Source: an optimization exercise on an open RTL-to-GDS flow (aim: small area and few clock cycles per item). Production flows keep margins and buffers that such runs may drop.
Function was checked by simulation only, so behaviour that the tests miss may differ from the original.

==> maple <==
// ibfu_pipe
module ibfu_pipe
#(
  parameter int W     = bfu_pkg::W_DEF,
  parameter int FRAC  = bfu_pkg::FRAC_DEF,
  parameter int SCALE = 1
) (
  input  logic         clk,
  input  logic         rst,
  input  logic         in_valid,
  output logic         in_ready,
  input  logic [W-1:0] a_r_in,
  input  logic [W-1:0] a_i_in,
  input  logic [W-1:0] b_r_in,
  input  logic [W-1:0] b_i_in,
  input  logic [W-1:0] tw_r,
  input  logic [W-1:0] tw_i,
  output logic         out_valid,
  input  logic         out_ready,
  output logic [W-1:0] a_r_out,
  output logic [W-1:0] a_i_out,
  output logic [W-1:0] b_r_out,
  output logic [W-1:0] b_i_out,
  output logic         ovf
);
  logic         adv1, adv2;
  logic [W:0]   sum_r, sum_i, dif_r, dif_i, sd, sw, dw;
  logic [W-1:0] y_r, y_i;
  logic         cm_ovf;
  logic         v1_q, v2_q, ovf_q;
  logic [W-1:0] a1_r_q, a1_i_q, d_r_q, d_i_q, w_r_q;
  logic [W:0]   sd_q, sw_q, dw_q;
  logic [W-1:0] a2_r_q, a2_i_q, b_r_q, b_i_q;
  assign adv2     = ~v2_q | out_ready;
  assign adv1     = ~v1_q | adv2;
  assign in_ready = adv1;
  bk_add33 u_sum_r (.a({a_r_in[W-1], a_r_in}), .b({b_r_in[W-1], b_r_in}),    .ci(1'b0), .s(sum_r));
  bk_add33 u_sum_i (.a({a_i_in[W-1], a_i_in}), .b({b_i_in[W-1], b_i_in}),    .ci(1'b0), .s(sum_i));
  bk_add33 u_dif_r (.a({a_r_in[W-1], a_r_in}), .b(~{b_r_in[W-1], b_r_in}),   .ci(1'b1), .s(dif_r));
  bk_add33 u_dif_i (.a({a_i_in[W-1], a_i_in}), .b(~{b_i_in[W-1], b_i_in}),   .ci(1'b1), .s(dif_i));
  bk_add33 u_sd    (.a({dif_r[W], dif_r[W:1]}), .b({dif_i[W], dif_i[W:1]}), .ci(1'b0), .s(sd));
  bk_add33 u_sw    (.a({tw_r[W-1], tw_r}),     .b({tw_i[W-1], tw_i}),       .ci(1'b0), .s(sw));
  bk_add33 u_dw    (.a({tw_r[W-1], tw_r}),     .b(~{tw_i[W-1], tw_i}),      .ci(1'b1), .s(dw));
  always_ff @(posedge clk) begin
    if (adv1) begin
      a1_r_q <= sum_r[W:1];
      a1_i_q <= sum_i[W:1];
      d_r_q  <= dif_r[W:1];
      d_i_q  <= dif_i[W:1];
      w_r_q  <= tw_r;
      sd_q   <= sd;
      sw_q   <= sw;
      dw_q   <= dw;
    end
  end
  cmult_conj_comb u_cmult (
    .x_r_i (d_r_q),
    .x_i_i (d_i_q),
  ...
==> module ibfu_pipe, before the edit <==
module ibfu_pipe
#(
  parameter int W     = bfu_pkg::W_DEF,
  parameter int FRAC  = bfu_pkg::FRAC_DEF,
  parameter int SCALE = 1
) (
  input  logic         clk,
  input  logic         rst,
  input  logic         in_valid,
  output logic         in_ready,
  input  logic [W-1:0] a_r_in,
  input  logic [W-1:0] a_i_in,
  input  logic [W-1:0] b_r_in,
  input  logic [W-1:0] b_i_in,
  input  logic [W-1:0] tw_r,
  input  logic [W-1:0] tw_i,
  output logic         out_valid,
  input  logic         out_ready,
  output logic [W-1:0] a_r_out,
  output logic [W-1:0] a_i_out,
  output logic [W-1:0] b_r_out,
  output logic [W-1:0] b_i_out,
  output logic         ovf
);
  logic         adv1, adv2;
  logic [W:0]   sum_r, sum_i, dif_r, dif_i, sd, sw, dw;
  logic [W-1:0] y_r, y_i;
  logic         cm_ovf;
  logic         v1_q, v2_q, ovf_q;
  logic [W-1:0] a1_r_q, a1_i_q, d_r_q, d_i_q, w_r_q;
  logic [W:0]   sd_q, sw_q, dw_q;
  logic [W-1:0] a2_r_q, a2_i_q, b_r_q, b_i_q;
  assign adv2     = ~v2_q | out_ready;
  assign adv1     = ~v1_q | adv2;
  assign in_ready = adv1;
  bk_add33 u_sum_r (.a({a_r_in[W-1], a_r_in}), .b({b_r_in[W-1], b_r_in}),    .ci(1'b0), .s(sum_r));
  bk_add33 u_sum_i (.a({a_i_in[W-1], a_i_in}), .b({b_i_in[W-1], b_i_in}),    .ci(1'b0), .s(sum_i));
  bk_add33 u_dif_r (.a({a_r_in[W-1], a_r_in}), .b(~{b_r_in[W-1], b_r_in}),   .ci(1'b1), .s(dif_r));
  bk_add33 u_dif_i (.a({a_i_in[W-1], a_i_in}), .b(~{b_i_in[W-1], b_i_in}),   .ci(1'b1), .s(dif_i));
  bk_add33 u_sd    (.a({dif_r[W], dif_r[W:1]}), .b({dif_i[W], dif_i[W:1]}), .ci(1'b0), .s(sd));
  bk_add33 u_sw    (.a({tw_r[W-1], tw_r}),     .b({tw_i[W-1], tw_i}),       .ci(1'b0), .s(sw));
  bk_add33 u_dw    (.a({tw_r[W-1], tw_r}),     .b(~{tw_i[W-1], tw_i}),      .ci(1'b1), .s(dw));
  always_ff @(posedge clk) begin
    if (adv1) begin
      a1_r_q <= sum_r[W:1];
      a1_i_q <= sum_i[W:1];
      d_r_q  <= dif_r[W:1];
      d_i_q  <= dif_i[W:1];
      w_r_q  <= tw_r;
      sd_q   <= sd;
      sw_q   <= sw;
      dw_q   <= dw;
    end
  end
  cmult_conj_comb u_cmult (
    .x_r_i (d_r_q),
    .x_i_i (d_i_q),
    .w_r_i (w_r_q),
    .sx_i  (sd_q),
    .sw_i  (sw_q),
    .dw_i  (dw_q),
    .y_r_o (y_r),
    .y_i_o (y_i),
    .ovf_o (cm_ovf)
  );
  always_ff @(posedge clk) begin
    if (adv2) begin
      a2_r_q <= a1_r_q;
      a2_i_q <= a1_i_q;
      b_r_q  <= y_r;
      b_i_q  <= y_i;
    end
  end
  always_ff @(posedge clk) begin
    if (rst) begin
      v1_q  <= 1'b0;
      v2_q  <= 1'b0;
      ovf_q <= 1'b0;
    end else begin
      if (adv1) v1_q <= in_valid;
      if (adv2) v2_q <= v1_q;
      if (adv2 & v1_q & cm_ovf) ovf_q <= 1'b1;
    end
  end
  assign out_valid = v2_q;
  assign a_r_out   = a2_r_q;
  assign a_i_out   = a2_i_q;
  assign b_r_out   = b_r_q;
  assign b_i_out   = b_i_q;
  assign ovf       = ovf_q;
endmodule
clock: 10.0 ns
lec_check: 0
abc_area: 1
cap_margin: 5
core_margin: 2
core_utilization: 40
cts_buf_list: sky130_fd_sc_hd__clkbuf_8
slew_margin: 5
synth_hierarchical: 1
run.sh (not shown) runs the stock make flow with config.mk's settings and CLKGATE_MAP_FILE= SYNTH_SCRIPT=/design/flow/synth_recipe.tcl, a recipe that flattens the netlist after the stock synthesis.
==> inputs of harbor, as changes to maple <==
--- a/flow/design.v
+++ b/flow/design.v
@@ -37,6 +37,69 @@
   assign s  = a ^ b;
   assign co = a & b;
 endmodule
+module cs_add33 (
+  input  logic [32:0] a,
+  input  logic [32:0] b,
+  input  logic ci,
+  output logic [32:0] s
+);
+  wire [16:0] c;
+  wire [32:16] s0, s1;
+  wire [33:16] c0, c1;
+  assign c[0] = ci;
+  bfa_cell u_l0 (.a(a[0]), .b(b[0]), .c(c[0]), .s(s[0]), .co(c[1]));
+  bfa_cell u_l1 (.a(a[1]), .b(b[1]), .c(c[1]), .s(s[1]), .co(c[2]));
+  bfa_cell u_l2 (.a(a[2]), .b(b[2]), .c(c[2]), .s(s[2]), .co(c[3]));
+  bfa_cell u_l3 (.a(a[3]), .b(b[3]), .c(c[3]), .s(s[3]), .co(c[4]));
+  bfa_cell u_l4 (.a(a[4]), .b(b[4]), .c(c[4]), .s(s[4]), .co(c[5]));
+  bfa_cell u_l5 (.a(a[5]), .b(b[5]), .c(c[5]), .s(s[5]), .co(c[6]));
+  bfa_cell u_l6 (.a(a[6]), .b(b[6]), .c(c[6]), .s(s[6]), .co(c[7]));
+  bfa_cell u_l7 (.a(a[7]), .b(b[7]), .c(c[7]), .s(s[7]), .co(c[8]));
+  bfa_cell u_l8 (.a(a[8]), .b(b[8]), .c(c[8]), .s(s[8]), .co(c[9]));
+  bfa_cell u_l9 (.a(a[9]), .b(b[9]), .c(c[9]), .s(s[9]), .co(c[10]));
+  bfa_cell u_l10 (.a(a[10]), .b(b[10]), .c(c[10]), .s(s[10]), .co(c[11]));
+  bfa_cell u_l11 (.a(a[11]), .b(b[11]), .c(c[11]), .s(s[11]), .co(c[12]));
+  bfa_cell u_l12 (.a(a[12]), .b(b[12]), .c(c[12]), .s(s[12]), .co(c[13]));
+  bfa_cell u_l13 (.a(a[13]), .b(b[13]), .c(c[13]), .s(s[13]), .co(c[14]));
+  bfa_cell u_l14 (.a(a[14]), .b(b[14]), .c(c[14]), .s(s[14]), .co(c[15]));
+  bfa_cell u_l15 (.a(a[15]), .b(b[15]), .c(c[15]), .s(s[15]), .co(c[16]));
+  bha_cell u_h0_16 (.a(a[16]), .b(b[16]), .s(s0[16]), .co(c0[17]));
+  assign s1[16] = ~(a[16] ^ b[16]);
+  assign c1[17] = a[16] | b[16];
+  bfa_cell u_h0_17 (.a(a[17]), .b(b[17]), .c(c0[17]), .s(s0[17]), .co(c0[18]));
+  bfa_cell u_h1_17 (.a(a[17]), .b(b[17]), .c(c1[17]), .s(s1[17]), .co(c1[18]));
+  bfa_cell u_h0_18 (.a(a[18]), .b(b[18]), .c(c0[18]), .s(s0[18]), .co(c0[19]));
+  bfa_cell u_h1_18 (.a(a[18]), .b(b[18]), .c(c1[18]), .s(s1[18]), .co(c1[19]));
+  bfa_cell u_h0_19 (.a(a[19]), .b(b[19]), .c(c0[19]), .s(s0[19]), .co(c0[20]));
+  bfa_cell u_h1_19 (.a(a[19]), .b(b[19]), .c(c1[19]), .s(s1[19]), .co(c1[20]));
+  bfa_cell u_h0_20 (.a(a[20]), .b(b[20]), .c(c0[20]), .s(s0[20]), .co(c0[21]));
+  bfa_cell u_h1_20 (.a(a[20]), .b(b[20]), .c(c1[20]), .s(s1[20]), .co(c1[21]));
+  bfa_cell u_h0_21 (.a(a[21]), .b(b[21]), .c(c0[21]), .s(s0[21]), .co(c0[22]));
+  bfa_cell u_h1_21 (.a(a[21]), .b(b[21]), .c(c1[21]), .s(s1[21]), .co(c1[22]));
+  bfa_cell u_h0_22 (.a(a[22]), .b(b[22]), .c(c0[22]), .s(s0[22]), .co(c0[23]));
+  bfa_cell u_h1_22 (.a(a[22]), .b(b[22]), .c(c1[22]), .s(s1[22]), .co(c1[23]));
+  bfa_cell u_h0_23 (.a(a[23]), .b(b[23]), .c(c0[23]), .s(s0[23]), .co(c0[24]));
+  bfa_cell u_h1_23 (.a(a[23]), .b(b[23]), .c(c1[23]), .s(s1[23]), .co(c1[24]));
+  bfa_cell u_h0_24 (.a(a[24]), .b(b[24]), .c(c0[24]), .s(s0[24]), .co(c0[25]));
+  bfa_cell u_h1_24 (.a(a[24]), .b(b[24]), .c(c1[24]), .s(s1[24]), .co(c1[25]));
+  bfa_cell u_h0_25 (.a(a[25]), .b(b[25]), .c(c0[25]), .s(s0[25]), .co(c0[26]));
+  bfa_cell u_h1_25 (.a(a[25]), .b(b[25]), .c(c1[25]), .s(s1[25]), .co(c1[26]));
+  bfa_cell u_h0_26 (.a(a[26]), .b(b[26]), .c(c0[26]), .s(s0[26]), .co(c0[27]));
+  bfa_cell u_h1_26 (.a(a[26]), .b(b[26]), .c(c1[26]), .s(s1[26]), .co(c1[27]));
+  bfa_cell u_h0_27 (.a(a[27]), .b(b[27]), .c(c0[27]), .s(s0[27]), .co(c0[28]));
+  bfa_cell u_h1_27 (.a(a[27]), .b(b[27]), .c(c1[27]), .s(s1[27]), .co(c1[28]));
+  bfa_cell u_h0_28 (.a(a[28]), .b(b[28]), .c(c0[28]), .s(s0[28]), .co(c0[29]));
+  bfa_cell u_h1_28 (.a(a[28]), .b(b[28]), .c(c1[28]), .s(s1[28]), .co(c1[29]));
+  bfa_cell u_h0_29 (.a(a[29]), .b(b[29]), .c(c0[29]), .s(s0[29]), .co(c0[30]));
+  bfa_cell u_h1_29 (.a(a[29]), .b(b[29]), .c(c1[29]), .s(s1[29]), .co(c1[30]));
+  bfa_cell u_h0_30 (.a(a[30]), .b(b[30]), .c(c0[30]), .s(s0[30]), .co(c0[31]));
+  bfa_cell u_h1_30 (.a(a[30]), .b(b[30]), .c(c1[30]), .s(s1[30]), .co(c1[31]));
+  bfa_cell u_h0_31 (.a(a[31]), .b(b[31]), .c(c0[31]), .s(s0[31]), .co(c0[32]));
+  bfa_cell u_h1_31 (.a(a[31]), .b(b[31]), .c(c1[31]), .s(s1[31]), .co(c1[32]));
+  bfa_cell u_h0_32 (.a(a[32]), .b(b[32]), .c(c0[32]), .s(s0[32]), .co(c0[33]));
+  bfa_cell u_h1_32 (.a(a[32]), .b(b[32]), .c(c1[32]), .s(s1[32]), .co(c1[33]));
+  assign s[32:16] = c[16] ? s1 : s0;
+endmodule
 module bk_add33 (
   input  logic [32:0] a,
   input  logic [32:0] b,
@@ -5740,13 +5803,13 @@
   assign adv2     = ~v2_q | out_ready;
   assign adv1     = ~v1_q | adv2;
   assign in_ready = adv1;
-  bk_add33 u_sum_r (.a({a_r_in[W-1], a_r_in}), .b({b_r_in[W-1], b_r_in}),    .ci(1'b0), .s(sum_r));
-  bk_add33 u_sum_i (.a({a_i_in[W-1], a_i_in}), .b({b_i_in[W-1], b_i_in}),    .ci(1'b0), .s(sum_i));
+  cs_add33 u_sum_r (.a({a_r_in[W-1], a_r_in}), .b({b_r_in[W-1], b_r_in}),    .ci(1'b0), .s(sum_r));
+  cs_add33 u_sum_i (.a({a_i_in[W-1], a_i_in}), .b({b_i_in[W-1], b_i_in}),    .ci(1'b0), .s(sum_i));
   bk_add33 u_dif_r (.a({a_r_in[W-1], a_r_in}), .b(~{b_r_in[W-1], b_r_in}),   .ci(1'b1), .s(dif_r));
   bk_add33 u_dif_i (.a({a_i_in[W-1], a_i_in}), .b(~{b_i_in[W-1], b_i_in}),   .ci(1'b1), .s(dif_i));
   bk_add33 u_sd    (.a({dif_r[W], dif_r[W:1]}), .b({dif_i[W], dif_i[W:1]}), .ci(1'b0), .s(sd));
-  bk_add33 u_sw    (.a({tw_r[W-1], tw_r}),     .b({tw_i[W-1], tw_i}),       .ci(1'b0), .s(sw));
-  bk_add33 u_dw    (.a({tw_r[W-1], tw_r}),     .b(~{tw_i[W-1], tw_i}),      .ci(1'b1), .s(dw));
+  cs_add33 u_sw    (.a({tw_r[W-1], tw_r}),     .b({tw_i[W-1], tw_i}),       .ci(1'b0), .s(sw));
+  cs_add33 u_dw    (.a({tw_r[W-1], tw_r}),     .b(~{tw_i[W-1], tw_i}),      .ci(1'b1), .s(dw));
   always_ff @(posedge clk) begin
     if (adv1) begin
       a1_r_q <= sum_r[W:1];
Settings changed: CAP_MARGIN 5 to 20, CTS_BUF_LIST sky130_fd_sc_hd__clkbuf_8 to unset, SLEW_MARGIN 5 to 20.
==> inputs of lagoon, as changes to maple <==
Settings changed: CAP_MARGIN 5 to 20, CTS_BUF_LIST sky130_fd_sc_hd__clkbuf_8 to unset, SLEW_MARGIN 5 to 20.
==> comparison <==
Sequential share of layout area, highest first: harbor, maple, lagoon. Register-to-register slack: harbor < lagoon < maple. The highest routed wire length belongs to maple, the lowest to harbor. Final area, highest first: lagoon, maple, harbor.
Testbench counts of maple, summed over its fixed seeds: cycles 12,016, items 12,000.
Testbench counts of harbor, summed over its fixed seeds: cycles 12,016, items 12,000.
Testbench counts of lagoon, summed over its fixed seeds: cycles 12,016, items 12,000.

## separate check: timing with driven ports
No port has a modelled driver above. Below, the same layouts with a new extraction and two added sets of constraints.
Step 1 sets driving cells, clkbuf_16 on the clock port and buf_2 on the other inputs (assumed; they add their load-dependent delay and slew).
Step 2 times the ports against the registers' clock, not the clock port: input delays grow and output delays shrink by t, the midpoint of the rising clock arrivals with the driver on.
Slacks: ideal / step 1 / step 2; pairs: ideal / step 1.
| run | t (ns) | setup WS [ns] | hold WS [ns] | worst setup path at the end | slew at the worst register clock pin (ns) |
|---|---|---|---|---|---|
| maple | 0.935 | 0.920 / 0.920 / 0.920 | 0.402 / 0.402 / 0.402 | register to register | 0.07 / 0.07 |
| harbor | 0.803 | 0.694 / 0.694 / 0.160 | 0.419 / 0.419 / 0.419 | input to register | 0.08 / 0.08 |
| lagoon | 0.825 | 0.748 / 0.748 / 0.748 | 0.409 / 0.409 / 0.409 | register to register | 0.08 / 0.08 |
After both steps setup and hold are still met in every run listed. The setup slack of harbor, which loses most, moves by 0.000 ns with the drivers and by -0.534 ns with both steps.
